Background: an optimization exercise with open tools, aiming at small area. Do not read the settings as production practice.
At most, simulation tests tie the RTL to the original design; equivalence was not proved.
The RTL of run 3 was laid out without a check of its function.

`design/flow/flow/run.sh`:
```
#!/bin/bash
# Standard synthesis and layout (standard.sh), with faster port buffers than the
# resizer's default pick, so the input-to-output paths of the last multiply pass
# need less timing repair.
set -euo pipefail
export BUFFER_PORTS_ARGS="-buffer_cell sky130_fd_sc_hd__buf_2"
bash standard.sh synth > synth.log 2>&1
bash standard.sh finish > layout.log 2>&1
```
`design/flow/standard.sh`:
```
#!/bin/bash
# synth_recipe.tcl (not shown) runs the flow's synth.tcl, then flattens the netlist and writes it again
# the make line also repeats each setting of config.mk as NAME=value (left out here)
make -C /OpenROAD-flow-scripts/flow DESIGN_CONFIG=/design/flow/config.mk WORK_HOME=/design/flow/orfs CLKGATE_MAP_FILE= SYNTH_SCRIPT=/design/flow/synth_recipe.tcl "${@:-finish}"
```
`design/flow/config.mk`:
```
export PLATFORM = sky130hd
export DESIGN_NAME = muldiv_unit
export DESIGN_NICKNAME = muldiv_unit
export VERILOG_FILES = /design/flow/design.v
export SDC_FILE = /design/flow/constraint.sdc
export NUM_CORES = 4
export LEC_CHECK = 0
export CAP_MARGIN = 20
export CORE_MARGIN = 2
export CORE_UTILIZATION = 50
export SLEW_MARGIN = 20
```
`design/flow/constraint.sdc`:
```
create_clock -name core_clock -period 10.5 [get_ports {clk}]
set_input_delay 2.1000 -clock core_clock [delete_from_list [all_inputs] [get_ports {clk}]]
set_output_delay 2.1000 -clock core_clock [all_outputs]
set_load 0.01 [all_outputs]
```
`design/flow/design.v`:
```
module muldiv_unit #(
    parameter int unsigned MUL_CYCLES = 2,
    parameter int unsigned DIV_ITERS  = 32
) (
    input  logic        clk,
    input  logic        rst,
    input  logic        start,
    input  logic [1:0]  op,
    input  logic        flush,
    input  logic [31:0] srca,
    input  logic [31:0] srcb,
    output logic        stall,
    output logic        busy,
    output logic        done,
    output logic [31:0] hi,
    output logic [31:0] lo
);
    logic        act_q;           
    logic [5:0]  cnt_q;           
    logic [33:0] h_q;             
    logic [31:0] l_q;             
    logic        is_div, is_signed;
    logic [5:0]  ph;
    logic        sa, sb;
    logic [35:0] xa;              
    logic [32:0] bm;              
    logic        bzero;
    logic        ph0, div_abs, div_end, div_last;
    logic        p0_q, e33_q, e34_q;    
    assign is_div    = op[1];
    assign is_signed = ~op[0];
    assign ph        = act_q ? cnt_q : 6'd0;
    assign ph0       = ~act_q;
    assign sa        = is_signed & srca[31];
    assign sb        = is_signed & srcb[31];
    assign xa        = {sa, sa, sa, sa, srca};
    assign bm        = {sb, srcb};
    assign bzero     = (srcb == 32'd0);
    assign div_abs   = act_q & p0_q;
    assign div_end   = act_q & e33_q;
    assign div_last  = div_q & act_q & e34_q;
    function automatic logic [2:0] booth(input logic [2:0] x);
        booth[0] = x[1] ^ x[0];                                             
        booth[1] = (x[2] & ~x[1] & ~x[0]) | (~x[2] & x[1] & x[0]);           
        booth[2] = x[2];                                                    
    endfunction
    logic [12:0] xw0, xwn;
    logic [17:0] enc0, encn, enc_q;
    logic        div_q;           
    logic        sa_q, sb_q;      
    assign xw0 = {xa[11:0], 1'b0};
    assign xwn = ph0 ? xa[23:11] : xa[35:23];
    always_comb begin
        for (int j = 0; j < 6; j++) begin
            enc0[3*j +: 3] = booth(xw0[2*j +: 3]);
            encn[3*j +: 3] = is_div ? 3'b000 : booth(xwn[2*j +: 3]);
        end
    end
    logic [5:0] rone, rtwo, rsgn, rneg;
    always_comb begin
        for (int j = 0; j < 6; j++) begin
            rone[j] = ph0 ? enc0[3*j]   : enc_q[3*j];
            rtwo[j] = ph0 ? enc0[3*j+1] : enc_q[3*j+1];
            rsgn[j] = ph0 ? enc0[3*j+2] : enc_q[3*j+2];
        end
        if (~ph0 & div_q) begin
            rone[0] = ~div_last & ~div_abs;
            rtwo[0] = div_last & h_q[33];
            rsgn[0] = div_last ? (sb_q ^ sa_q) : ~(h_q[33] ^ sb_q);
        end
        for (int j = 0; j < 6; j++) rneg[j] = rsgn[j] | ~(rone[j] | rtwo[j]);
    end
    logic [33:0] ppx0, ppx1, ppx2, ppx3, ppx4, ppx5;
    logic [34:0] bv;
    logic [34:0] cx [6];
    logic [33:0] px [6];
    assign bv = {bm[32], bm, 1'b0};
    always_comb begin
        for (int j = 0; j < 6; j++) begin
            cx[j] = ~(bv ^ {35{rsgn[j]}});
            px[j] = ~(({34{rone[j]}} & cx[j][34:1]) | ({34{rtwo[j]}} & cx[j][33:0]));
        end
    end
    assign ppx0 = px[0];
    assign ppx1 = px[1];
    assign ppx2 = px[2];
    assign ppx3 = px[3];
    assign ppx4 = px[4];
    assign ppx5 = px[5];
    logic [33:0] acc;
    logic        cin;
    assign cin = div_q & sa_q & (div_abs | div_last);
    assign acc = (ph0 ? 34'd0 : h_q) ^ {34{cin}};
    logic [45:0] cpa_a, cpa_b, t;
    logic s1;
    logic c2;
    logic s3;
    logic c4;
    logic s5;
    logic c6;
    logic s7;
    logic c8;
    logic s9;
    logic c10;
    logic s11;
    logic c12;
    logic s13;
    logic c14;
    logic s15;
    logic c16;
    logic s17;
    logic c18;
    logic s19;
    logic c20;
    logic s21;
    logic c22;
    logic s23;
    logic c24;
    logic s25;
    logic c26;
    logic s27;
    logic c28;
    logic s29;
    logic c30;
    logic s31;
    logic c32;
    logic s33;
    logic c34;
    logic s35;
    logic c36;
    logic s37;
    logic c38;
    logic s39;
    logic c40;
    logic s41;
    logic c42;
    logic s43;
    logic c44;
    logic s45;
    logic c46;
    logic s47;
    logic c48;
    logic s49;
    logic c50;
    logic s51;
    logic c52;
    logic s53;
    logic c54;
    logic s55;
    logic c56;
    logic s57;
    logic c58;
    logic s59;
    logic c60;
    logic s61;
    logic c62;
    logic s63;
    logic c64;
    logic s65;
    logic c66;
    logic s67;
    logic c68;
    logic s69;
    logic c70;
    logic s71;
    logic c72;
    logic s73;
    logic c74;
    logic s75;
    logic c76;
    logic s77;
    logic c78;
    logic s79;
    logic c80;
    logic s81;
    logic c82;
    logic s83;
    logic c84;
    logic s85;
    logic c86;
    logic s87;
    logic c88;
    logic s89;
    logic c90;
    logic s91;
    logic c92;
    logic s93;
    logic c94;
    logic s95;
    logic c96;
    logic s97;
    logic c98;
    logic s99;
    logic c100;
    logic s101;
    logic c102;
    logic s103;
    logic c104;
    logic s105;
    logic c106;
    logic s107;
    logic c108;
    logic s109;
    logic c110;
    logic s111;
    logic c112;
    logic s113;
    logic c114;
    logic s115;
    logic c116;
    logic s117;
    logic c118;
    logic s119;
    logic c120;
    logic s121;
    logic c122;
    logic s123;
    logic c124;
    logic s125;
    logic c126;
    logic s127;
    logic c128;
    logic s129;
    logic c130;
    logic s131;
    logic c132;
    logic s133;
    logic c134;
    logic s135;
    logic c136;
    logic s137;
    logic c138;
    logic s139;
    logic c140;
    logic s141;
    logic c142;
    logic s143;
    logic c144;
    logic s145;
    logic c146;
    logic s147;
    logic c148;
    logic s149;
    logic c150;
    logic s151;
    logic c152;
    logic s153;
    logic c154;
    logic s155;
    logic c156;
    logic s157;
    logic c158;
    logic s159;
    logic c160;
    logic s161;
    logic c162;
    logic s163;
    logic c164;
    logic s165;
    logic c166;
    logic s167;
    logic c168;
    logic s169;
    logic c170;
    logic s171;
    logic c172;
    logic s173;
    logic c174;
    logic s175;
    logic c176;
    logic s177;
    logic c178;
    logic s179;
    logic c180;
    logic s181;
    logic c182;
    logic s183;
    logic c184;
    logic s185;
    logic c186;
    logic s187;
    logic c188;
    logic s189;
    logic c190;
    logic s191;
    logic c192;
    logic s193;
    logic c194;
    logic s195;
    logic c196;
    logic s197;
    logic c198;
    logic s199;
    logic c200;
    logic s201;
    logic c202;
    logic s203;
    logic c204;
    logic s205;
    logic c206;
    logic s207;
    logic c208;
    logic s209;
    logic c210;
    logic s211;
    logic c212;
    logic s213;
    logic c214;
    logic s215;
    logic c216;
    logic s217;
    logic c218;
    logic s219;
    logic c220;
    logic s221;
    logic c222;
    logic s223;
    logic c224;
    logic s225;
    logic c226;
    logic s227;
    logic c228;
    logic s229;
    logic c230;
    logic s231;
    logic c232;
    logic s233;
    logic c234;
    logic s235;
    logic c236;
    logic s237;
    logic c238;
    logic s239;
    logic c240;
    logic s241;
    logic c242;
    logic s243;
    logic c244;
    logic s245;
    logic c246;
    logic s247;
    logic c248;
    logic s249;
    logic c250;
    logic s251;
    logic c252;
    logic s253;
    logic c254;
    logic s255;
    logic c256;
    logic s257;
    logic c258;
    logic s259;
    logic c260;
    logic s261;
    logic c262;
    logic s263;
    logic c264;
    logic s265;
    logic c266;
    logic s267;
    logic c268;
    logic s269;
    logic c270;
    logic s271;
    logic c272;
    logic s273;
    logic c274;
    logic s275;
    logic c276;
    logic s277;
    logic c278;
    logic s279;
    logic c280;
    logic s281;
    logic c282;
    logic s283;
    logic c284;
    logic s285;
    logic c286;
    logic s287;
    logic c288;
    logic s289;
    logic c290;
    logic s291;
    logic c292;
    logic s293;
    logic c294;
    logic s295;
    logic c296;
    logic s297;
    logic c298;
    logic s299;
    logic c300;
    logic s301;
    logic c302;
    logic s303;
    logic c304;
    logic s305;
    logic c306;
    logic s307;
    logic c308;
    logic s309;
    logic c310;
    logic s311;
    logic c312;
    logic s313;
    logic c314;
    logic s315;
    logic c316;
    logic s317;
    logic c318;
    logic s319;
    logic c320;
    logic s321;
    logic c322;
    logic s323;
    logic c324;
    logic s325;
    logic c326;
    logic s327;
    logic c328;
    logic s329;
    logic c330;
    logic s331;
    logic c332;
    logic s333;
    logic c334;
    logic s335;
    logic c336;
    logic s337;
    logic c338;
    logic s339;
    logic c340;
    logic s341;
    logic c342;
    logic s343;
    logic c344;
    logic s345;
    logic c346;
    logic s347;
    logic c348;
    logic s349;
    logic c350;
    logic s351;
    logic c352;
    logic s353;
    logic c354;
    logic s355;
    logic c356;
    logic s357;
    logic c358;
    logic s359;
    logic c360;
    logic s361;
    logic c362;
    logic s363;
    logic c364;
    logic s365;
    logic c366;
    logic s367;
    logic c368;
    logic s369;
    logic c370;
    logic s371;
    logic c372;
    logic s373;
    logic c374;
    logic s375;
    logic c376;
    logic s377;
    logic c378;
    logic s379;
    logic c380;
    logic s381;
    logic c382;
    logic s383;
    logic c384;
    logic s385;
    logic c386;
    logic s387;
    logic c388;
    logic s389;
    logic c390;
    logic s391;
    logic c392;
    logic s393;
    logic c394;
    logic s395;
    logic c396;
    logic s397;
    logic c398;
    assign s1 = acc[8] ^ ppx0[8] ^ ppx1[6];
    assign c2 = (acc[8] & ppx0[8]) | (ppx1[6] & (acc[8] ^ ppx0[8]));
    assign s3 = acc[9] ^ ppx0[9] ^ ppx1[7];
    assign c4 = (acc[9] & ppx0[9]) | (ppx1[7] & (acc[9] ^ ppx0[9]));
    assign s5 = acc[10] ^ ppx0[10] ^ ppx1[8];
    assign c6 = (acc[10] & ppx0[10]) | (ppx1[8] & (acc[10] ^ ppx0[10]));
    assign s7 = ppx2[6] ^ ppx3[4] ^ ppx4[2];
    assign c8 = (ppx2[6] & ppx3[4]) | (ppx4[2] & (ppx2[6] ^ ppx3[4]));
    assign s9 = acc[11] ^ ppx0[11] ^ ppx1[9];
    assign c10 = (acc[11] & ppx0[11]) | (ppx1[9] & (acc[11] ^ ppx0[11]));
    assign s11 = ppx2[7] ^ ppx3[5] ^ ppx4[3];
    assign c12 = (ppx2[7] & ppx3[5]) | (ppx4[3] & (ppx2[7] ^ ppx3[5]));
    assign s13 = acc[12] ^ ppx0[12] ^ ppx1[10];
    assign c14 = (acc[12] & ppx0[12]) | (ppx1[10] & (acc[12] ^ ppx0[12]));
    assign s15 = ppx2[8] ^ ppx3[6] ^ ppx4[4];
    assign c16 = (ppx2[8] & ppx3[6]) | (ppx4[4] & (ppx2[8] ^ ppx3[6]));
    assign s17 = acc[13] ^ ppx0[13] ^ ppx1[11];
    assign c18 = (acc[13] & ppx0[13]) | (ppx1[11] & (acc[13] ^ ppx0[13]));
    assign s19 = ppx2[9] ^ ppx3[7] ^ ppx4[5];
    assign c20 = (ppx2[9] & ppx3[7]) | (ppx4[5] & (ppx2[9] ^ ppx3[7]));
    assign s21 = acc[14] ^ ppx0[14] ^ ppx1[12];
    assign c22 = (acc[14] & ppx0[14]) | (ppx1[12] & (acc[14] ^ ppx0[14]));
    assign s23 = ppx2[10] ^ ppx3[8] ^ ppx4[6];
    assign c24 = (ppx2[10] & ppx3[8]) | (ppx4[6] & (ppx2[10] ^ ppx3[8]));
    assign s25 = acc[15] ^ ppx0[15] ^ ppx1[13];
    assign c26 = (acc[15] & ppx0[15]) | (ppx1[13] & (acc[15] ^ ppx0[15]));
    assign s27 = ppx2[11] ^ ppx3[9] ^ ppx4[7];
    assign c28 = (ppx2[11] & ppx3[9]) | (ppx4[7] & (ppx2[11] ^ ppx3[9]));
    assign s29 = acc[16] ^ ppx0[16] ^ ppx1[14];
    assign c30 = (acc[16] & ppx0[16]) | (ppx1[14] & (acc[16] ^ ppx0[16]));
    assign s31 = ppx2[12] ^ ppx3[10] ^ ppx4[8];
    assign c32 = (ppx2[12] & ppx3[10]) | (ppx4[8] & (ppx2[12] ^ ppx3[10]));
    assign s33 = acc[17] ^ ppx0[17] ^ ppx1[15];
    assign c34 = (acc[17] & ppx0[17]) | (ppx1[15] & (acc[17] ^ ppx0[17]));
    assign s35 = ppx2[13] ^ ppx3[11] ^ ppx4[9];
    assign c36 = (ppx2[13] & ppx3[11]) | (ppx4[9] & (ppx2[13] ^ ppx3[11]));
    assign s37 = acc[18] ^ ppx0[18] ^ ppx1[16];
    assign c38 = (acc[18] & ppx0[18]) | (ppx1[16] & (acc[18] ^ ppx0[18]));
    assign s39 = ppx2[14] ^ ppx3[12] ^ ppx4[10];
    assign c40 = (ppx2[14] & ppx3[12]) | (ppx4[10] & (ppx2[14] ^ ppx3[12]));
    assign s41 = acc[19] ^ ppx0[19] ^ ppx1[17];
    assign c42 = (acc[19] & ppx0[19]) | (ppx1[17] & (acc[19] ^ ppx0[19]));
    assign s43 = ppx2[15] ^ ppx3[13] ^ ppx4[11];
    assign c44 = (ppx2[15] & ppx3[13]) | (ppx4[11] & (ppx2[15] ^ ppx3[13]));
    assign s45 = acc[20] ^ ppx0[20] ^ ppx1[18];
    assign c46 = (acc[20] & ppx0[20]) | (ppx1[18] & (acc[20] ^ ppx0[20]));
    assign s47 = ppx2[16] ^ ppx3[14] ^ ppx4[12];
    assign c48 = (ppx2[16] & ppx3[14]) | (ppx4[12] & (ppx2[16] ^ ppx3[14]));
    assign s49 = acc[21] ^ ppx0[21] ^ ppx1[19];
    assign c50 = (acc[21] & ppx0[21]) | (ppx1[19] & (acc[21] ^ ppx0[21]));
    assign s51 = ppx2[17] ^ ppx3[15] ^ ppx4[13];
    assign c52 = (ppx2[17] & ppx3[15]) | (ppx4[13] & (ppx2[17] ^ ppx3[15]));
    assign s53 = acc[22] ^ ppx0[22] ^ ppx1[20];
    assign c54 = (acc[22] & ppx0[22]) | (ppx1[20] & (acc[22] ^ ppx0[22]));
    assign s55 = ppx2[18] ^ ppx3[16] ^ ppx4[14];
    assign c56 = (ppx2[18] & ppx3[16]) | (ppx4[14] & (ppx2[18] ^ ppx3[16]));
    assign s57 = acc[23] ^ ppx0[23] ^ ppx1[21];
    assign c58 = (acc[23] & ppx0[23]) | (ppx1[21] & (acc[23] ^ ppx0[23]));
    assign s59 = ppx2[19] ^ ppx3[17] ^ ppx4[15];
    assign c60 = (ppx2[19] & ppx3[17]) | (ppx4[15] & (ppx2[19] ^ ppx3[17]));
    assign s61 = acc[24] ^ ppx0[24] ^ ppx1[22];
    assign c62 = (acc[24] & ppx0[24]) | (ppx1[22] & (acc[24] ^ ppx0[24]));
    assign s63 = ppx2[20] ^ ppx3[18] ^ ppx4[16];
    assign c64 = (ppx2[20] & ppx3[18]) | (ppx4[16] & (ppx2[20] ^ ppx3[18]));
    assign s65 = acc[25] ^ ppx0[25] ^ ppx1[23];
    assign c66 = (acc[25] & ppx0[25]) | (ppx1[23] & (acc[25] ^ ppx0[25]));
    assign s67 = ppx2[21] ^ ppx3[19] ^ ppx4[17];
    assign c68 = (ppx2[21] & ppx3[19]) | (ppx4[17] & (ppx2[21] ^ ppx3[19]));
    assign s69 = acc[26] ^ ppx0[26] ^ ppx1[24];
    assign c70 = (acc[26] & ppx0[26]) | (ppx1[24] & (acc[26] ^ ppx0[26]));
    assign s71 = ppx2[22] ^ ppx3[20] ^ ppx4[18];
    assign c72 = (ppx2[22] & ppx3[20]) | (ppx4[18] & (ppx2[22] ^ ppx3[20]));
    assign s73 = acc[27] ^ ppx0[27] ^ ppx1[25];
    assign c74 = (acc[27] & ppx0[27]) | (ppx1[25] & (acc[27] ^ ppx0[27]));
    assign s75 = ppx2[23] ^ ppx3[21] ^ ppx4[19];
    assign c76 = (ppx2[23] & ppx3[21]) | (ppx4[19] & (ppx2[23] ^ ppx3[21]));
    assign s77 = acc[28] ^ ppx0[28] ^ ppx1[26];
    assign c78 = (acc[28] & ppx0[28]) | (ppx1[26] & (acc[28] ^ ppx0[28]));
    assign s79 = ppx2[24] ^ ppx3[22] ^ ppx4[20];
    assign c80 = (ppx2[24] & ppx3[22]) | (ppx4[20] & (ppx2[24] ^ ppx3[22]));
    assign s81 = acc[29] ^ ppx0[29] ^ ppx1[27];
    assign c82 = (acc[29] & ppx0[29]) | (ppx1[27] & (acc[29] ^ ppx0[29]));
    assign s83 = ppx2[25] ^ ppx3[23] ^ ppx4[21];
    assign c84 = (ppx2[25] & ppx3[23]) | (ppx4[21] & (ppx2[25] ^ ppx3[23]));
    assign s85 = acc[30] ^ ppx0[30] ^ ppx1[28];
    assign c86 = (acc[30] & ppx0[30]) | (ppx1[28] & (acc[30] ^ ppx0[30]));
    assign s87 = ppx2[26] ^ ppx3[24] ^ ppx4[22];
    assign c88 = (ppx2[26] & ppx3[24]) | (ppx4[22] & (ppx2[26] ^ ppx3[24]));
    assign s89 = acc[31] ^ ppx0[31] ^ ppx1[29];
    assign c90 = (acc[31] & ppx0[31]) | (ppx1[29] & (acc[31] ^ ppx0[31]));
    assign s91 = ppx2[27] ^ ppx3[25] ^ ppx4[23];
    assign c92 = (ppx2[27] & ppx3[25]) | (ppx4[23] & (ppx2[27] ^ ppx3[25]));
    assign s93 = acc[32] ^ ppx0[32] ^ ppx1[30];
    assign c94 = (acc[32] & ppx0[32]) | (ppx1[30] & (acc[32] ^ ppx0[32]));
    assign s95 = ppx2[28] ^ ppx3[26] ^ ppx4[24];
    assign c96 = (ppx2[28] & ppx3[26]) | (ppx4[24] & (ppx2[28] ^ ppx3[26]));
    assign s97 = ~acc[33] ^ ~ppx0[33] ^ ppx1[31];
    assign c98 = (~acc[33] & ~ppx0[33]) | (ppx1[31] & (~acc[33] ^ ~ppx0[33]));
    assign s99 = ppx2[29] ^ ppx3[27] ^ ppx4[25];
    assign c100 = (ppx2[29] & ppx3[27]) | (ppx4[25] & (ppx2[29] ^ ppx3[27]));
    assign s101 = ppx1[32] ^ ppx2[30] ^ ppx3[28];
    assign c102 = (ppx1[32] & ppx2[30]) | (ppx3[28] & (ppx1[32] ^ ppx2[30]));
    assign s103 = acc[4] ^ ppx0[4] ^ ppx1[2];
    assign c104 = (acc[4] & ppx0[4]) | (ppx1[2] & (acc[4] ^ ppx0[4]));
    assign s105 = acc[5] ^ ppx0[5] ^ ppx1[3];
    assign c106 = (acc[5] & ppx0[5]) | (ppx1[3] & (acc[5] ^ ppx0[5]));
    assign s107 = acc[6] ^ ppx0[6] ^ ppx1[4];
    assign c108 = (acc[6] & ppx0[6]) | (ppx1[4] & (acc[6] ^ ppx0[6]));
    assign s109 = ppx2[2] ^ ppx3[0] ^ rneg[3];
    assign c110 = (ppx2[2] & ppx3[0]) | (rneg[3] & (ppx2[2] ^ ppx3[0]));
    assign s111 = acc[7] ^ ppx0[7] ^ ppx1[5];
    assign c112 = (acc[7] & ppx0[7]) | (ppx1[5] & (acc[7] ^ ppx0[7]));
    assign s113 = ppx2[3] ^ ppx3[1];
    assign c114 = ppx2[3] & ppx3[1];
    assign s115 = s1 ^ ppx2[4] ^ ppx3[2];
    assign c116 = (s1 & ppx2[4]) | (ppx3[2] & (s1 ^ ppx2[4]));
    assign s117 = ppx4[0] ^ rneg[4];
    assign c118 = ppx4[0] & rneg[4];
    assign s119 = c2 ^ s3 ^ ppx2[5];
    assign c120 = (c2 & s3) | (ppx2[5] & (c2 ^ s3));
    assign s121 = ppx3[3] ^ ppx4[1];
    assign c122 = ppx3[3] & ppx4[1];
    assign s123 = c4 ^ s5 ^ s7;
    assign c124 = (c4 & s5) | (s7 & (c4 ^ s5));
    assign s125 = ppx5[0] ^ rneg[5];
    assign c126 = ppx5[0] & rneg[5];
    assign s127 = c6 ^ c8 ^ s9;
    assign c128 = (c6 & c8) | (s9 & (c6 ^ c8));
    assign s129 = s11 ^ ppx5[1];
    assign c130 = s11 & ppx5[1];
    assign s131 = c10 ^ c12 ^ s13;
    assign c132 = (c10 & c12) | (s13 & (c10 ^ c12));
    assign s133 = s15 ^ ppx5[2];
    assign c134 = s15 & ppx5[2];
    assign s135 = c14 ^ c16 ^ s17;
    assign c136 = (c14 & c16) | (s17 & (c14 ^ c16));
    assign s137 = s19 ^ ppx5[3];
    assign c138 = s19 & ppx5[3];
    assign s139 = c18 ^ c20 ^ s21;
    assign c140 = (c18 & c20) | (s21 & (c18 ^ c20));
    assign s141 = s23 ^ ppx5[4];
    assign c142 = s23 & ppx5[4];
    assign s143 = c22 ^ c24 ^ s25;
    assign c144 = (c22 & c24) | (s25 & (c22 ^ c24));
    assign s145 = s27 ^ ppx5[5];
    assign c146 = s27 & ppx5[5];
    assign s147 = c26 ^ c28 ^ s29;
    assign c148 = (c26 & c28) | (s29 & (c26 ^ c28));
    assign s149 = s31 ^ ppx5[6];
    assign c150 = s31 & ppx5[6];
    assign s151 = c30 ^ c32 ^ s33;
    assign c152 = (c30 & c32) | (s33 & (c30 ^ c32));
    assign s153 = s35 ^ ppx5[7];
    assign c154 = s35 & ppx5[7];
    assign s155 = c34 ^ c36 ^ s37;
    assign c156 = (c34 & c36) | (s37 & (c34 ^ c36));
    assign s157 = s39 ^ ppx5[8];
    assign c158 = s39 & ppx5[8];
    assign s159 = c38 ^ c40 ^ s41;
    assign c160 = (c38 & c40) | (s41 & (c38 ^ c40));
    assign s161 = s43 ^ ppx5[9];
    assign c162 = s43 & ppx5[9];
    assign s163 = c42 ^ c44 ^ s45;
    assign c164 = (c42 & c44) | (s45 & (c42 ^ c44));
    assign s165 = s47 ^ ppx5[10];
    assign c166 = s47 & ppx5[10];
    assign s167 = c46 ^ c48 ^ s49;
    assign c168 = (c46 & c48) | (s49 & (c46 ^ c48));
    assign s169 = s51 ^ ppx5[11];
    assign c170 = s51 & ppx5[11];
    assign s171 = c50 ^ c52 ^ s53;
    assign c172 = (c50 & c52) | (s53 & (c50 ^ c52));
    assign s173 = s55 ^ ppx5[12];
    assign c174 = s55 & ppx5[12];
    assign s175 = c54 ^ c56 ^ s57;
    assign c176 = (c54 & c56) | (s57 & (c54 ^ c56));
    assign s177 = s59 ^ ppx5[13];
    assign c178 = s59 & ppx5[13];
    assign s179 = c58 ^ c60 ^ s61;
    assign c180 = (c58 & c60) | (s61 & (c58 ^ c60));
    assign s181 = s63 ^ ppx5[14];
    assign c182 = s63 & ppx5[14];
    assign s183 = c62 ^ c64 ^ s65;
    assign c184 = (c62 & c64) | (s65 & (c62 ^ c64));
    assign s185 = s67 ^ ppx5[15];
    assign c186 = s67 & ppx5[15];
    assign s187 = c66 ^ c68 ^ s69;
    assign c188 = (c66 & c68) | (s69 & (c66 ^ c68));
    assign s189 = s71 ^ ppx5[16];
    assign c190 = s71 & ppx5[16];
    assign s191 = c70 ^ c72 ^ s73;
    assign c192 = (c70 & c72) | (s73 & (c70 ^ c72));
    assign s193 = s75 ^ ppx5[17];
    assign c194 = s75 & ppx5[17];
    assign s195 = c74 ^ c76 ^ s77;
    assign c196 = (c74 & c76) | (s77 & (c74 ^ c76));
    assign s197 = s79 ^ ppx5[18];
    assign c198 = s79 & ppx5[18];
    assign s199 = c78 ^ c80 ^ s81;
    assign c200 = (c78 & c80) | (s81 & (c78 ^ c80));
    assign s201 = s83 ^ ppx5[19];
    assign c202 = s83 & ppx5[19];
    assign s203 = c82 ^ c84 ^ s85;
    assign c204 = (c82 & c84) | (s85 & (c82 ^ c84));
    assign s205 = s87 ^ ppx5[20];
    assign c206 = s87 & ppx5[20];
    assign s207 = c86 ^ c88 ^ s89;
    assign c208 = (c86 & c88) | (s89 & (c86 ^ c88));
    assign s209 = s91 ^ ppx5[21];
    assign c210 = s91 & ppx5[21];
    assign s211 = c90 ^ c92 ^ s93;
    assign c212 = (c90 & c92) | (s93 & (c90 ^ c92));
    assign s213 = s95 ^ ppx5[22];
    assign c214 = s95 & ppx5[22];
    assign s215 = c94 ^ c96 ^ s97;
    assign c216 = (c94 & c96) | (s97 & (c94 ^ c96));
    assign s217 = s99 ^ ppx5[23];
    assign c218 = s99 & ppx5[23];
    assign s219 = c98 ^ c100 ^ s101;
    assign c220 = (c98 & c100) | (s101 & (c98 ^ c100));
    assign s221 = ppx4[26] ^ ppx5[24] ^ 1'b1;
    assign c222 = (ppx4[26] & ppx5[24]) | (1'b1 & (ppx4[26] ^ ppx5[24]));
    assign s223 = c102 ^ ~ppx1[33] ^ ppx2[31];
    assign c224 = (c102 & ~ppx1[33]) | (ppx2[31] & (c102 ^ ~ppx1[33]));
    assign s225 = ppx3[29] ^ ppx4[27] ^ ppx5[25];
    assign c226 = (ppx3[29] & ppx4[27]) | (ppx5[25] & (ppx3[29] ^ ppx4[27]));
    assign s227 = ppx2[32] ^ ppx3[30] ^ ppx4[28];
    assign c228 = (ppx2[32] & ppx3[30]) | (ppx4[28] & (ppx2[32] ^ ppx3[30]));
    assign s229 = ppx5[26] ^ 1'b1;
    assign c230 = ppx5[26] & 1'b1;
    assign s231 = ~ppx2[33] ^ ppx3[31] ^ ppx4[29];
    assign c232 = (~ppx2[33] & ppx3[31]) | (ppx4[29] & (~ppx2[33] ^ ppx3[31]));
    assign s233 = ppx3[32] ^ ppx4[30] ^ ppx5[28];
    assign c234 = (ppx3[32] & ppx4[30]) | (ppx5[28] & (ppx3[32] ^ ppx4[30]));
    assign s235 = acc[0] ^ ppx0[0] ^ rneg[0];
    assign c236 = (acc[0] & ppx0[0]) | (rneg[0] & (acc[0] ^ ppx0[0]));
    assign s237 = acc[2] ^ ppx0[2] ^ ppx1[0];
    assign c238 = (acc[2] & ppx0[2]) | (ppx1[0] & (acc[2] ^ ppx0[2]));
    assign s239 = acc[3] ^ ppx0[3] ^ ppx1[1];
    assign c240 = (acc[3] & ppx0[3]) | (ppx1[1] & (acc[3] ^ ppx0[3]));
    assign s241 = s103 ^ ppx2[0] ^ rneg[2];
    assign c242 = (s103 & ppx2[0]) | (rneg[2] & (s103 ^ ppx2[0]));
    assign s243 = c104 ^ s105 ^ ppx2[1];
    assign c244 = (c104 & s105) | (ppx2[1] & (c104 ^ s105));
    assign s245 = c106 ^ s107 ^ s109;
    assign c246 = (c106 & s107) | (s109 & (c106 ^ s107));
    assign s247 = c108 ^ c110 ^ s111;
    assign c248 = (c108 & c110) | (s111 & (c108 ^ c110));
    assign s249 = c112 ^ c114 ^ s115;
    assign c250 = (c112 & c114) | (s115 & (c112 ^ c114));
    assign s251 = c116 ^ c118 ^ s119;
    assign c252 = (c116 & c118) | (s119 & (c116 ^ c118));
    assign s253 = c120 ^ c122 ^ s123;
    assign c254 = (c120 & c122) | (s123 & (c120 ^ c122));
    assign s255 = c124 ^ c126 ^ s127;
    assign c256 = (c124 & c126) | (s127 & (c124 ^ c126));
    assign s257 = c128 ^ c130 ^ s131;
    assign c258 = (c128 & c130) | (s131 & (c128 ^ c130));
    assign s259 = c132 ^ c134 ^ s135;
    assign c260 = (c132 & c134) | (s135 & (c132 ^ c134));
    assign s261 = c136 ^ c138 ^ s139;
    assign c262 = (c136 & c138) | (s139 & (c136 ^ c138));
    assign s263 = c140 ^ c142 ^ s143;
    assign c264 = (c140 & c142) | (s143 & (c140 ^ c142));
    assign s265 = c144 ^ c146 ^ s147;
    assign c266 = (c144 & c146) | (s147 & (c144 ^ c146));
    assign s267 = c148 ^ c150 ^ s151;
    assign c268 = (c148 & c150) | (s151 & (c148 ^ c150));
    assign s269 = c152 ^ c154 ^ s155;
    assign c270 = (c152 & c154) | (s155 & (c152 ^ c154));
    assign s271 = c156 ^ c158 ^ s159;
    assign c272 = (c156 & c158) | (s159 & (c156 ^ c158));
    assign s273 = c160 ^ c162 ^ s163;
    assign c274 = (c160 & c162) | (s163 & (c160 ^ c162));
    assign s275 = c164 ^ c166 ^ s167;
    assign c276 = (c164 & c166) | (s167 & (c164 ^ c166));
    assign s277 = c168 ^ c170 ^ s171;
    assign c278 = (c168 & c170) | (s171 & (c168 ^ c170));
    assign s279 = c172 ^ c174 ^ s175;
    assign c280 = (c172 & c174) | (s175 & (c172 ^ c174));
    assign s281 = c176 ^ c178 ^ s179;
    assign c282 = (c176 & c178) | (s179 & (c176 ^ c178));
    assign s283 = c180 ^ c182 ^ s183;
    assign c284 = (c180 & c182) | (s183 & (c180 ^ c182));
    assign s285 = c184 ^ c186 ^ s187;
    assign c286 = (c184 & c186) | (s187 & (c184 ^ c186));
    assign s287 = c188 ^ c190 ^ s191;
    assign c288 = (c188 & c190) | (s191 & (c188 ^ c190));
    assign s289 = c192 ^ c194 ^ s195;
    assign c290 = (c192 & c194) | (s195 & (c192 ^ c194));
    assign s291 = c196 ^ c198 ^ s199;
    assign c292 = (c196 & c198) | (s199 & (c196 ^ c198));
    assign s293 = c200 ^ c202 ^ s203;
    assign c294 = (c200 & c202) | (s203 & (c200 ^ c202));
    assign s295 = c204 ^ c206 ^ s207;
    assign c296 = (c204 & c206) | (s207 & (c204 ^ c206));
    assign s297 = c208 ^ c210 ^ s211;
    assign c298 = (c208 & c210) | (s211 & (c208 ^ c210));
    assign s299 = c212 ^ c214 ^ s215;
    assign c300 = (c212 & c214) | (s215 & (c212 ^ c214));
    assign s301 = c216 ^ c218 ^ s219;
    assign c302 = (c216 & c218) | (s219 & (c216 ^ c218));
    assign s303 = c220 ^ c222 ^ s223;
    assign c304 = (c220 & c222) | (s223 & (c220 ^ c222));
    assign s305 = c224 ^ c226 ^ s227;
    assign c306 = (c224 & c226) | (s227 & (c224 ^ c226));
    assign s307 = c228 ^ c230 ^ s231;
    assign c308 = (c228 & c230) | (s231 & (c228 ^ c230));
    assign s309 = c232 ^ s233 ^ 1'b1;
    assign c310 = (c232 & s233) | (1'b1 & (c232 ^ s233));
    assign s311 = c234 ^ ~ppx3[33] ^ ppx4[31];
    assign c312 = (c234 & ~ppx3[33]) | (ppx4[31] & (c234 ^ ~ppx3[33]));
    assign s313 = ppx4[32] ^ ppx5[30] ^ 1'b1;
    assign c314 = (ppx4[32] & ppx5[30]) | (1'b1 & (ppx4[32] ^ ppx5[30]));
    assign s315 = c236 ^ acc[1] ^ ppx0[1];
    assign c316 = (c236 & acc[1]) | (ppx0[1] & (c236 ^ acc[1]));
    assign s317 = s237 ^ rneg[1];
    assign c318 = s237 & rneg[1];
    assign s319 = c238 ^ s239;
    assign c320 = c238 & s239;
    assign s321 = c240 ^ s241;
    assign c322 = c240 & s241;
    assign s323 = c242 ^ s243;
    assign c324 = c242 & s243;
    assign s325 = c244 ^ s245;
    assign c326 = c244 & s245;
    assign s327 = c246 ^ s247 ^ s113;
    assign c328 = (c246 & s247) | (s113 & (c246 ^ s247));
    assign s329 = c248 ^ s249 ^ s117;
    assign c330 = (c248 & s249) | (s117 & (c248 ^ s249));
    assign s331 = c250 ^ s251 ^ s121;
    assign c332 = (c250 & s251) | (s121 & (c250 ^ s251));
    assign s333 = c252 ^ s253 ^ s125;
    assign c334 = (c252 & s253) | (s125 & (c252 ^ s253));
    assign s335 = c254 ^ s255 ^ s129;
    assign c336 = (c254 & s255) | (s129 & (c254 ^ s255));
    assign s337 = c256 ^ s257 ^ s133;
    assign c338 = (c256 & s257) | (s133 & (c256 ^ s257));
    assign s339 = c258 ^ s259 ^ s137;
    assign c340 = (c258 & s259) | (s137 & (c258 ^ s259));
    assign s341 = c260 ^ s261 ^ s141;
    assign c342 = (c260 & s261) | (s141 & (c260 ^ s261));
    assign s343 = c262 ^ s263 ^ s145;
    assign c344 = (c262 & s263) | (s145 & (c262 ^ s263));
    assign s345 = c264 ^ s265 ^ s149;
    assign c346 = (c264 & s265) | (s149 & (c264 ^ s265));
    assign s347 = c266 ^ s267 ^ s153;
    assign c348 = (c266 & s267) | (s153 & (c266 ^ s267));
    assign s349 = c268 ^ s269 ^ s157;
    assign c350 = (c268 & s269) | (s157 & (c268 ^ s269));
    assign s351 = c270 ^ s271 ^ s161;
    assign c352 = (c270 & s271) | (s161 & (c270 ^ s271));
    assign s353 = c272 ^ s273 ^ s165;
    assign c354 = (c272 & s273) | (s165 & (c272 ^ s273));
    assign s355 = c274 ^ s275 ^ s169;
    assign c356 = (c274 & s275) | (s169 & (c274 ^ s275));
    assign s357 = c276 ^ s277 ^ s173;
    assign c358 = (c276 & s277) | (s173 & (c276 ^ s277));
    assign s359 = c278 ^ s279 ^ s177;
    assign c360 = (c278 & s279) | (s177 & (c278 ^ s279));
    assign s361 = c280 ^ s281 ^ s181;
    assign c362 = (c280 & s281) | (s181 & (c280 ^ s281));
    assign s363 = c282 ^ s283 ^ s185;
    assign c364 = (c282 & s283) | (s185 & (c282 ^ s283));
    assign s365 = c284 ^ s285 ^ s189;
    assign c366 = (c284 & s285) | (s189 & (c284 ^ s285));
    assign s367 = c286 ^ s287 ^ s193;
    assign c368 = (c286 & s287) | (s193 & (c286 ^ s287));
    assign s369 = c288 ^ s289 ^ s197;
    assign c370 = (c288 & s289) | (s197 & (c288 ^ s289));
    assign s371 = c290 ^ s291 ^ s201;
    assign c372 = (c290 & s291) | (s201 & (c290 ^ s291));
    assign s373 = c292 ^ s293 ^ s205;
    assign c374 = (c292 & s293) | (s205 & (c292 ^ s293));
    assign s375 = c294 ^ s295 ^ s209;
    assign c376 = (c294 & s295) | (s209 & (c294 ^ s295));
    assign s377 = c296 ^ s297 ^ s213;
    assign c378 = (c296 & s297) | (s213 & (c296 ^ s297));
    assign s379 = c298 ^ s299 ^ s217;
    assign c380 = (c298 & s299) | (s217 & (c298 ^ s299));
    assign s381 = c300 ^ s301 ^ s221;
    assign c382 = (c300 & s301) | (s221 & (c300 ^ s301));
    assign s383 = c302 ^ s303 ^ s225;
    assign c384 = (c302 & s303) | (s225 & (c302 ^ s303));
    assign s385 = c304 ^ s305 ^ s229;
    assign c386 = (c304 & s305) | (s229 & (c304 ^ s305));
    assign s387 = c306 ^ s307 ^ ppx5[27];
    assign c388 = (c306 & s307) | (ppx5[27] & (c306 ^ s307));
    assign s389 = c308 ^ s309;
    assign c390 = c308 & s309;
    assign s391 = c310 ^ s311 ^ ppx5[29];
    assign c392 = (c310 & s311) | (ppx5[29] & (c310 ^ s311));
    assign s393 = c312 ^ s313;
    assign c394 = c312 & s313;
    assign s395 = c314 ^ ~ppx4[33] ^ ppx5[31];
    assign c396 = (c314 & ~ppx4[33]) | (ppx5[31] & (c314 ^ ~ppx4[33]));
    assign s397 = ppx5[32] ^ 1'b1;
    assign c398 = ppx5[32] & 1'b1;
    assign cpa_a = {1'b1, 1'b1, c398, c396, c394, c392, c390, c388, c386, c384, c382, c380, c378, c376, c374, c372, c370, c368, c366, c364, c362, c360, c358, c356, c354, c352, c350, c348, c346, c344, c342, c340, c338, c336, c334, c332, c330, c328, c326, c324, c322, c320, c318, c316, s315, s235};
    assign cpa_b = {1'b0, 1'b0, ~ppx5[33], s397, s395, s393, s391, s389, s387, s385, s383, s381, s379, s377, s375, s373, s371, s369, s367, s365, s363, s361, s359, s357, s355, s353, s351, s349, s347, s345, s343, s341, s339, s337, s335, s333, s331, s329, s327, s325, s323, s321, s319, s317, 1'b0, cin};
    assign t = cpa_a + cpa_b;
    logic [31:0] q_out, r_out;
    assign r_out = t[32:1];
    logic        qneg;
    logic [31:0] lor;
    assign qneg = is_signed & (srca[31] ^ srcb[31]) & ~bzero;
    always_comb begin
        lor[0] = 1'b0;
        for (int i = 1; i < 32; i++) lor[i] = lor[i-1] | l_q[i-1];
    end
    assign q_out = l_q ^ ({32{qneg}} & lor);
    logic done_c;
    assign done_c = act_q & (is_div ? (cnt_q == 6'd34) : (cnt_q == 6'd2));
    always_ff @(posedge clk) begin
        if (rst) begin
            act_q <= 1'b0;
        end else begin
            act_q <= start & ~flush & ~done_c;
        end
        cnt_q <= act_q ? cnt_q + 6'd1 : 6'd1;
        p0_q  <= ~act_q;
        e33_q <= act_q & (cnt_q == 6'd32);
        e34_q <= act_q & (cnt_q == 6'd33);
        enc_q <= encn;
        div_q <= is_div;
        sa_q  <= sa;
        sb_q  <= sb;
        if (is_div) begin
            if (ph0) begin
                h_q <= {2'b00, srca};
                l_q <= {l_q[30:0], ~t[33]};
            end else if (div_abs) begin
                h_q <= {33'd0, t[31]};
                l_q <= t[31:0];
            end else begin
                h_q <= {t[32:0], div_end ? 1'b0 : l_q[30]};
                l_q <= {l_q[30:0], ~t[33]};
            end
        end else begin
            h_q <= t[45:12];
            l_q <= {t[11:0], l_q[31:12]};
        end
    end
    assign done  = done_c;
    assign busy  = act_q & ~done_c;
    assign stall = start & ~done_c;
    assign hi    = is_div ? r_out : t[39:8];
    assign lo    = is_div ? q_out : {t[7:0], l_q[31:8]};
endmodule
```
==> results of run 1 <==
[cell usage after synthesis (all sizes together) (85+ instances only)]
master  number  area (um2)
xnor2      262        2290
nand2      159         597
inv        174         653
a21oi      144         721
o21ai       93         465
clkbuf     138         518
fa         160        3200
dfxtp       97        1940
nor2       110         413
o22ai      131         820
ha          85        1060
[logic make-up after synthesis]
kind of cell | count (synthesis) | synth area share, %
simple gates | 390 | 11.1
flops | 97 | 12.0
buf+inv | 339 | 7.88
mux | 23 | 1.46
compound gates | 588 | 23.6
xor+xnor | 324 | 17.6
fa+ha+maj | 245 | 26.4
[final timing paths]
path                                           from                   to  slack [ns]
worst max-delay path                        srca[1]               hi[17]        0.29
worst min-delay path            cnt_q[0]$_SDFF_PN1_  cnt_q[0]$_SDFF_PN1_        0.45
worst max register to register     act_q$_SDFF_PP0_      h_q[26]$_DFF_P_        3.33
worst min register to register  cnt_q[0]$_SDFF_PN1_  cnt_q[0]$_SDFF_PN1_        0.45
[sequential cells by signal (all words and copies together) (netlist names)]
name,count
p0_q,1
e34_q,1
div_q,1
l_q,32
enc_q,18
act_q,1
sa_q,1
cnt_q,6
sb_q,1
h_q,34
e33_q,1
[final cells by class]
cell class	instances	area, um2	area share (%)
multi-input cells	1570	13100	73.5
flip-flops and latches	97	1950	10.9
inverters	175	657	3.69
repair buffers	206	1330	7.44
well taps	402	503	2.82
clock buffers	10	239	1.34
clock inverters	6	42.5	0.239
[layer usage]
metal | vias to the layer above | routed length [um] | track usage (%)
li1 | 6986 | - | -
met1 | 7263 | 25100 | 48.2
met2 | 696 | 24000 | 50.7
met3 | 85 | 4720 | 6.06
met4 | 0 | 1600 | 10.1
met5 | - | 0 | 0
[through the flow]
stage               worst slack [ns]  hold WS, ns  instance area, um2  cells
finish                         0.287        0.449               17800   2466
global route                  0.0173        0.471               17800   2466
CTS                            0.387        0.449               17800   2466
detailed placement             0.407        0.433               17500   2450
global placement               0.381        0.431               17500   2450
floorplan                      0.490        0.408               16200   2006
==> results.txt, run 1 <==
* Outcome: finished clean
* Clock slew at reported path FFs at 0.06 ns
* Mapped Nets at 2,321
* IO Pins at 137
* Clock root buffer: clkbuf_16
* Syn avg cell area at 8.05 um2
* DRT Wirelength at 55.4 mm
* Ant. Diodes at 0
* CP Depth at 22
* Antenna-violating nets left at 0
* GPL Wtd Cong at 0.935
* Most frequent cells in the layout: xnor2_1, inv_1, fa_1, nand2_1, buf_2
* # hold bufs at CTS at 0
* CTS buffer count at 9
* RSZ-0062 raised after global routing: no
* Worst min-delay path category: reg2reg
* Max-slew violation total from the final report at 0
* Largest net degree at the start of global routing at 101
* CP dominant cell by count: fa_1
* CP bufs+invs at 6
* Vias in the first global route at 14,900
* Area of the mapped netlist at 16,200 um2
* Htree depth at 3
* Grt total ovfl at 0
* Most used DFF post-synth: dfxtp_1
* Reg2Reg Depth at 22
* Worst-Skew Late Latency at 0.35 ns
* EDFF count, synth at 0
* First-pass GRT wire length at 86.6 mm
* Slowest stage delay, CP at 0.58 ns
* Flops & latches, synth at 97
* Max-slew headroom at 31.5%
* Layout Utilization at 56.1%
* Worst Path Arrival at 8.11 ns
* Clk_skew at 0.0108 ns
* CTS tree: yes
* Max-cap violations at 0
* Die ar. at 33,800 um2
* Layout cells sized above 1 at 13.0%
* First drt pass iteration count at 8
* Ys Warns at 3
* Clock buffer depth at 2
* Post-route minimum period at 10.21 ns
* Fmax at 0.0979 GHz
* WHS Path Cells at 1
* Core ar. at 31,700 um2
* Initial core utilization at 50.9%
* FFs w/ async S/R, synth at 0%
* Die W at 184 um
* Die height at 184 um
* DP Wirelength at 44.8 mm
* Crit Path Max Fanout at 19
* Std-Cell Rows at 65
* Post-CTS Setup Repair Bufs at 0
* Top cell family by delay on the critical path: adder cells
* Critical path class: in2out
* Clk sinks at 97
* Crit. End Element: primary output
* Port Buf Inserts at 136
* Hold Fails Final Rpt at 0
* Layout area overhead at 10.2%
* Tcrit/Tclk final at 97.3%
* Slew @ Worst Pin at 1.02 ns
* Cell variety after synth at 68
* Fillers at 3,027
* Post-CTS Resized at 0
* Worst Path Required at 8.40 ns
* All-Layer GR Usage at 33.4%
* Final net count at 2,374
* Setup violations, final at 0
* Slowest CP cell: fa_1
* Vias per inst at 6.09
* Mapped Cells at 2,006
* DRC viols at 0
* Wire length per cell at 22.5 um
* Startpoint Class: primary input
* Worst path cell trace: buf_2, nor3b_1, a21oi_2, buf_4, buf_4, o22ai_1, fa_1, inv_1, fa_1, fa_1, fa_1, ha_1, a22o_1, nor4_1, o21ai_0, o22a_1, a21boi_0, o21ai_0, xnor2_1, buf_4, o21ai_0, buf_2
* Setup TNS at 0 ns
* Vias at 15,000
* Initial antenna violation count at 0
* Iteration-0 DRC Markers at 1,387
* Commonest non-fill, non-tap cell in the layout: xnor2_1
* Register area share after synthesis at 12.0%
==> inputs of run 2 (changes only) <==
--- a/design/flow/config.mk
+++ b/design/flow/config.mk
@@ -10,2 +10,3 @@
 export CORE_UTILIZATION = 50
+export CTS_BUF_LIST = sky130_fd_sc_hd__clkbuf_8
 export SLEW_MARGIN = 20
==> results.txt, run 2 <==
* Core ar. at 31,700 um2 (unchanged)
* Setup violations, final at 0 (unchanged)
* Tcrit/Tclk final at 96.8% (-0.47 points)
* Worst path cell trace: buf_2, nor3b_1, a21oi_2, buf_4, buf_4, o22ai_1, fa_1, inv_1, fa_1, fa_1, fa_1, ha_1, a21oi_1, o21ai_0, a21o_1, a211o_1, nand2_1, nand3_1, a221oi_1, xor2_1, o21ai_0, buf_2
* Port Buf Inserts at 136 (unchanged)
* Vias at 15,100 (+0.57%)
* Area of the mapped netlist at 16,200 um2 (unchanged)
* # hold bufs at CTS at 0 (unchanged)
* WHS Path Cells at 1 (unchanged)
* Initial antenna violation count at 1 (+1)
* CTS tree: yes
* Critical path class: in2out
* Die height at 184 um (unchanged)
* Htree depth at 3 (unchanged)
* IO Pins at 137 (unchanged)
* Die ar. at 33,800 um2 (unchanged)
* Clock slew at reported path FFs at 0.09 ns (+0.03 ns)
* Most frequent cells in the layout: xnor2_1, inv_1, fa_1, nand2_1, buf_2
* Biggest regs: h_q: 34 flops, l_q: 32 flops, enc_q: 18 flops
* Post-synth top area share at 19.8% (unchanged)
* Crit. End Element: primary output
* Die W at 184 um (unchanged)
* DRC viols at 0 (unchanged)
* Largest net degree at the start of global routing at 101 (unchanged)
* Antenna-violating nets left at 0 (unchanged)
* Final worst-path setup slack at 0.336 ns (+0.0498 ns)
* Vias per inst at 6.13 (+0.53%)
* All-Layer GR Usage at 33.4% (about the same)
* Slew @ Worst Pin at 0.992 ns (-0.0280 ns)
* Clk sinks at 97 (unchanged)
* Crit Path Max Fanout at 19 (unchanged)
* DRT Wirelength at 55.3 mm (-0.14%)
* Cell variety after synth at 68 (unchanged)
* Max-slew violation total from the final report at 0 (unchanged)
* Worst min-delay path category: reg2reg
* Register area share after synthesis at 12.0% (unchanged)
* Max-cap violations at 0 (unchanged)
* Post-route minimum period at 10.16 ns (-0.0498 ns)
* Layout Utilization at 55.8% (-0.31 points)
* First drt pass iteration count at 6 (-2)
* CP dominant cell by count: fa_1
* Pre-CTS worst setup slack at 0.407 ns (unchanged)
* Initial core utilization at 50.9% (unchanged)
* Worst Path Arrival at 8.06 ns (-0.05 ns)
* Clock root buffer: clkbuf_8
* Most used DFF post-synth: dfxtp_1
* Clock buffer depth at 2 (unchanged)
* EDFF count, synth at 0 (unchanged)
* Post-route design area at 17,700 um2 (-0.56%)
* Iteration-0 DRC Markers at 1,422 (+2.5%)
* Slowest stage delay, CP at 0.57 ns (about the same)
* FFs w/ async S/R, synth at 0% (unchanged)
* Ys Warns at 3 (unchanged)
* Outcome: finished clean
* Commonest non-fill, non-tap cell in the layout: xnor2_1
* Post-CTS Resized at 0 (unchanged)
* Fmax at 0.0984 GHz (+0.49%)
* Max-slew headroom at 33.4% (+1.9 points)
* Hold Fails Final Rpt at 0 (unchanged)
* Grt total ovfl at 0 (unchanged)
* Mapped Nets at 2,321 (unchanged)
* Std-Cell Rows at 65 (unchanged)
* Syn avg cell area at 8.05 um2 (unchanged)
* Slowest CP cell: fa_1
* Vias in the first global route at 14,800 (-0.14%)
* Layout cells sized above 1 at 13.0% (unchanged)
* Flops & latches, synth at 97 (unchanged)
* Wire length per cell at 22.4 um (-0.18%)
* DP Wirelength at 44.8 mm (unchanged)
* Setup TNS at 0 ns (unchanged)
* Post-synth top cells: xnor2_1, inv_1, fa_1, nand2_1, a21oi_1
* Worst-Skew Late Latency at 0.39 ns (+0.04 ns)
* Clk_skew at 0.0134 ns (+0.00253 ns)
* Layout area overhead at 9.62%
* Final net count at 2,374 (unchanged)
* Mapped Cells at 2,006 (unchanged)
* Max FFs per register at 34 (unchanged)
* GPL Wtd Cong at 0.935 (unchanged)
* Most flops, register: h_q
* RSZ-0062 raised after global routing: no
* CTS buffer count at 9 (unchanged)
* First-pass GRT wire length at 86.7 mm (+0.16%)
* Worst Path Required at 8.40 ns (about the same)
* Startpoint Class: primary input
* Post-DP Area at 17,500 um2 (unchanged)
* Synth top area cells: fa_1, xnor2_1, dfxtp_1
* Count leader, synth: xnor2_1
* Reg2Reg Depth at 24 (+9.1%)
* Post-CTS Setup Repair Bufs at 0 (unchanged)
* Synth area leader: fa_1
## run 2: cell counts after synthesis
Identical to the previous run, type by type.
## run 2: worst max-delay path, delay by kind of cell
family	cells	cell delay [ns]
XOR/XNOR	1	0.17
buffers and inverters	5	1.00
AND/OR/NAND/NOR	3	0.34
adder cells (fa/ha/maj)	5	2.42
AO/OA/AOI/OAI	8	1.98
## run 2: worst paths after layout
kind / from / to / slack [ns]
worst max-delay path: srca[1] / hi[25] / 0.34
worst min-delay path: cnt_q[0]$_SDFF_PN1_ / cnt_q[0]$_SDFF_PN1_ / 0.46
worst max register to register: act_q$_SDFF_PP0_ / l_q[30]$_DFF_P_ / 3.39
worst min register to register: cnt_q[0]$_SDFF_PN1_ / cnt_q[0]$_SDFF_PN1_ / 0.46
## run 2: stage by stage
| step | hold WS (ns) | cells |
|---|---|---|
| after global routing | 0.478 | 2467 |
| final | 0.456 | 2467 |
| after CTS | 0.455 | 2466 |
| after detailed placement | 0.433 | 2450 |
| after floorplan | 0.408 | 2006 |
| after global placement | 0.431 | 2450 |
## run 2: routing by layer
layer / vias to the layer above / routed length (um) / GRT usage [%] / part of all wire (%)
met4: 0 / 1650 / 10.3 / 3.0
li1: 6992 / - / - / -
met5: - / 0 / 0 / 0
met2: 728 / 23900 / 50.7 / 43
met1: 7296 / 25100 / 48.9 / 45
met3: 100 / 4660 / 5.15 / 8.4
## run 2: logic make-up (layout without fill, tap and decap cells)
group           Yosys count  in the layout  share of synthesized area (%)
compound gates          588            588                           23.6
simple gates            390            390                           11.1
buf+inv                 339            397                           7.88
xor+xnor                324            324                           17.6
fa+ha+maj               245            245                           26.4
flops                    97             97                           12.0
mux                      23             23                           1.46
other cells               0              1                              0
## run 2: cell type report
cell class / instances / area, um2
Antenna cell: 1 / 2.50
Clock buffer: 10 / 138
Clock inverter: 6 / 42.5
Fill cell: 3041 / 14000
Inverter: 175 / 657
Multi-Input combinational cell: 1570 / 13100
Sequential cell: 97 / 1950
Tap cell: 402 / 503
Timing Repair Buffer: 206 / 1330
==> inputs of run 3 (changes only) <==
--- a/design/flow/design.v
+++ b/design/flow/design.v
@@ -902,3 +902,3 @@
     end
-    assign q_out = l_q ^ ({32{qneg}} & lor);
+    assign q_out = l_q ^ ({32{qneg & is_div}} & lor);
     logic done_c;
@@ -932,3 +932,3 @@
             h_q <= t[45:12];
-            l_q <= {t[11:0], l_q[31:12]};
+            l_q <= {t[19:12], t[11:0], l_q[23:12]};
         end
@@ -939,3 +939,3 @@
     assign hi    = is_div ? r_out : t[39:8];
-    assign lo    = is_div ? q_out : {t[7:0], l_q[31:8]};
+    assign lo    = {is_div ? q_out[31:24] : t[7:0], q_out[23:0]};
 endmodule
--- a/design/flow/config.mk
+++ b/design/flow/config.mk
@@ -10,3 +10,2 @@
 export CORE_UTILIZATION = 50
-export CTS_BUF_LIST = sky130_fd_sc_hd__clkbuf_8
 export SLEW_MARGIN = 20
==> results.txt, run 3 <==
* Max-cap violations at 0 (unchanged)
* Mapped Cells at 2,060 (+2.7%)
* Crit. End Element: primary output
* Register area share after synthesis at 11.8% (-0.23 points)
* Worst min-delay path category: reg2reg
* Biggest regs: h_q: 34 flops, l_q: 32 flops, enc_q: 18 flops
* Grt total ovfl at 0 (unchanged)
* Post-synth top area share at 19.4% (-0.38 points)
* Mapped Nets at 2,375 (+2.3%)
* Crit Path Max Fanout at 18 (-1)
* Clock slew at reported path FFs at 0.07 ns (-0.02 ns)
* Layout area overhead at 11.8%
* Antenna-violating nets left at 0 (unchanged)
* Std-Cell Rows at 66 (+1.5%)
* Core ar. at 32,500 um2 (+2.3%)
* Post-route design area at 18,400 um2 (+4.0%)
* Post-route minimum period at 10.20 ns (+0.0396 ns)
* Wire length per cell at 21.9 um (-2.3%)
* First drt pass iteration count at 6 (unchanged)
* Die height at 186 um (+0.95%)
* Vias at 15,700 (+3.6%)
* FFs w/ async S/R, synth at 0% (unchanged)
* Post-synth top cells: xnor2_1, nand2_1, inv_1, fa_1, clkbuf_1
* Max-slew violation total from the final report at 0 (unchanged)
* # hold bufs at CTS at 0 (unchanged)
* Final net count at 2,445 (+3.0%)
* First-pass GRT wire length at 88.4 mm (+2.0%)
* Slew @ Worst Pin at 0.941 ns (-0.0515 ns)
* Worst Path Arrival at 8.10 ns (+0.04 ns)
* Commonest non-fill, non-tap cell in the layout: xnor2_1
* Synth area leader: fa_1
* CTS tree: yes
* Clk_skew at 0.0103 ns (-0.00307 ns)
* Clk sinks at 97 (unchanged)
* Final worst-path setup slack at 0.297 ns (-0.0396 ns)
* Die ar. at 34,400 um2 (+1.9%)
* Clock buffer depth at 2 (unchanged)
* Most used DFF post-synth: dfxtp_1
* DRC viols at 0 (unchanged)
* Max FFs per register at 34 (unchanged)
* Tcrit/Tclk final at 97.2% (+0.38 points)
* Ant. Diodes at 0 (-1)
* Flops & latches, synth at 97 (unchanged)
* Area of the mapped netlist at 16,500 um2 (+2.0%)
* Iteration-0 DRC Markers at 1,507 (+6.0%)
* Initial core utilization at 50.8% (-0.18 points)
* RSZ-0062 raised after global routing: no
* GPL Wtd Cong at 0.932 (-0.32%)
* Worst-Skew Late Latency at 0.36 ns (-0.03 ns)
* Post-DP Area at 18,000 um2 (+2.8%)
* Vias per inst at 6.08 (-0.79%)
* Setup violations, final at 0 (unchanged)
* Pre-CTS worst setup slack at -0.0713 ns (-0.479 ns)
* Largest net degree at the start of global routing at 85 (-16%)
* Synth top area cells: fa_1, xnor2_1, dfxtp_1
* Clock root buffer: clkbuf_16
* Ys Warns at 3 (unchanged)
* Max-slew headroom at 37.3% (+3.9 points)
* Fillers at 3,130 (+2.9%)
* Initial antenna violation count at 0 (-1)
* All-Layer GR Usage at 33.4% (-0.066 points)
* CTS buffer count at 9 (unchanged)
* Syn avg cell area at 8.00 um2 (-0.71%)
* Layout cells sized above 1 at 14.3% (+1.3 points)
* Vias in the first global route at 14,900 (+0.10%)
* Critical path class: in2out
* Hold Fails Final Rpt at 0 (unchanged)
* DRT Wirelength at 56.5 mm (+2.1%)
* Final cell count without fillers at 2,577 (+4.5%)
* DP Wirelength at 45.5 mm (+1.6%)
* Die W at 186 um (+0.95%)
* Port Buf Inserts at 136 (unchanged)
* Count leader, synth: xnor2_1
* Cell variety after synth at 74 (+8.8%)
* IO Pins at 137 (unchanged)
* Worst Path Required at 8.40 ns (about the same)
* Most flops, register: h_q
* Most frequent cells in the layout: xnor2_1, nand2_1, inv_1, fa_1, buf_2
* Outcome: finished clean
* Startpoint Class: primary input
* Placed cell count at 2,556 (+4.3%)
* Fmax at 0.0980 GHz (-0.39%)
* Htree depth at 3 (unchanged)
* EDFF count, synth at 0 (unchanged)
==> run 3: cell count changes after synthesis, moves of 8 or more <==
cell	previous run	this run
xor2_1	62	33
o21ai_0	90	57
nor3_1	14	22
xnor2_1	262	282
buf_1	26	35
o211ai_1	7	16
nor2_1	110	118
a21oi_1	144	120
a31oi_1	18	31
nand2_1	159	199
==> run 3: cell families after synthesis <==
logic type	share of synthesized area (%)
AOI/OAI and AO/OA	23.1
and+or+nand+nor	13.0
buffers and inverters	7.98
xor gates and xnor gates	16.7
adders and majority gates	25.9
DFF	11.8
muxes	1.46
==> run 3: worst max-delay path, stage by stage <==
cell       delay (ns)
buf_2            0.12
nand2_1          0.06
nor2_1           0.03
a21oi_1          0.12
nor2_1           0.08
a21oi_4          0.36
buf_6            0.24
o22ai_1          0.11
fa_1             0.55
inv_1            0.06
fa_1             0.51
fa_1             0.57
fa_1             0.43
ha_1             0.34
nand2_1          0.08
or3_1            0.45
a211o_1          0.33
a211oi_2         0.26
buf_4            0.18
o21ai_1          0.13
nand2_1          0.12
xnor2_1          0.09
a2111oi_1        0.46
buf_4            0.18
buf_2            0.12
==> run 3: repair_timing <==
action	4_1_cts	5_1_grt
buffers inserted	0	5
resized for setup	2	12
endpoints found under the setup margin	1	6
==> run 3: layout make-up <==
class,count,area [um2],area share [%]
sequential,97,1950,10.6
tap,442,553,3.00
multi-input combinational,1616,13400,72.7
timing repair buffer,234,1570,8.54
inverter,172,646,3.50
clock inverter,5,66.3,0.360
clock buffer,11,253,1.37
==> run 3: through the flow <==
step	utilization [%]	setup TNS, ns	hold WS (ns)
after floorplan	-	0	0.408
after CTS	56.5	0	0.451
after global placement	55.5	-0.130	0.429
after detailed placement	55.5	-0.0713	0.434
after global routing	56.8	0	0.494
final	56.8	0	0.453
==> run 3: worst paths after layout <==
| path | end | slack [ns] | startpoint | depth (start not counted) |
|---|---|---|---|---|
| worst min register to register | cnt_q[0]$_SDFF_PN1_ | 0.45 | cnt_q[0]$_SDFF_PN1_ | 1 |
| worst max register to register | h_q[27]$_DFF_P_ | 3.25 | act_q$_SDFF_PP0_ | 20 |
| worst max-delay path | hi[31] | 0.30 | srca[2] | 25 |
| worst min-delay path | cnt_q[0]$_SDFF_PN1_ | 0.45 | cnt_q[0]$_SDFF_PN1_ | 1 |
==> run 3: metal layers <==
metal  share of wire [%]  GRT usage (%)  wire (um)
met1                  47           51.7      26400
met2                  44           50.8      24600
met3                 8.4           2.86       4720
met4                 1.4           5.75        797
met5                   0              0          0

[re-timing with driven ports]
How much do the figures lean on ideal ports? The routed layouts below were timed once more, with nothing changed but the port constraints.
Step 1 sets driving cells, clkbuf_16 on the clock port and buf_2 on the other inputs (assumed; they add their load-dependent delay and slew).
Step 2, shift: input delay + t, output delay - t, t = (earliest + latest rising clock arrival at the registers) / 2. This alone moves slack from input paths to output paths.
Slacks: ideal ports / drivers / drivers and shift; pairs: ideal ports / drivers.
run	t (ns)	slack for setup (ns)	hold slack, ns	pins driven straight from the clock port
run 1	0.394	0.287 / 0.268 / 0.268	0.449 / 0.449 / 0.449	1
run 2	0.420	0.336 / 0.318 / 0.318	0.456 / 0.456 / 0.456	1
run 3	0.399	0.297 / 0.277 / 0.277	0.453 / 0.453 / 0.453	1
After both steps every run listed still meets setup and hold. For run 3, which loses most, drivers alone change the setup slack by -0.020 ns; drivers and shift together by -0.020 ns.
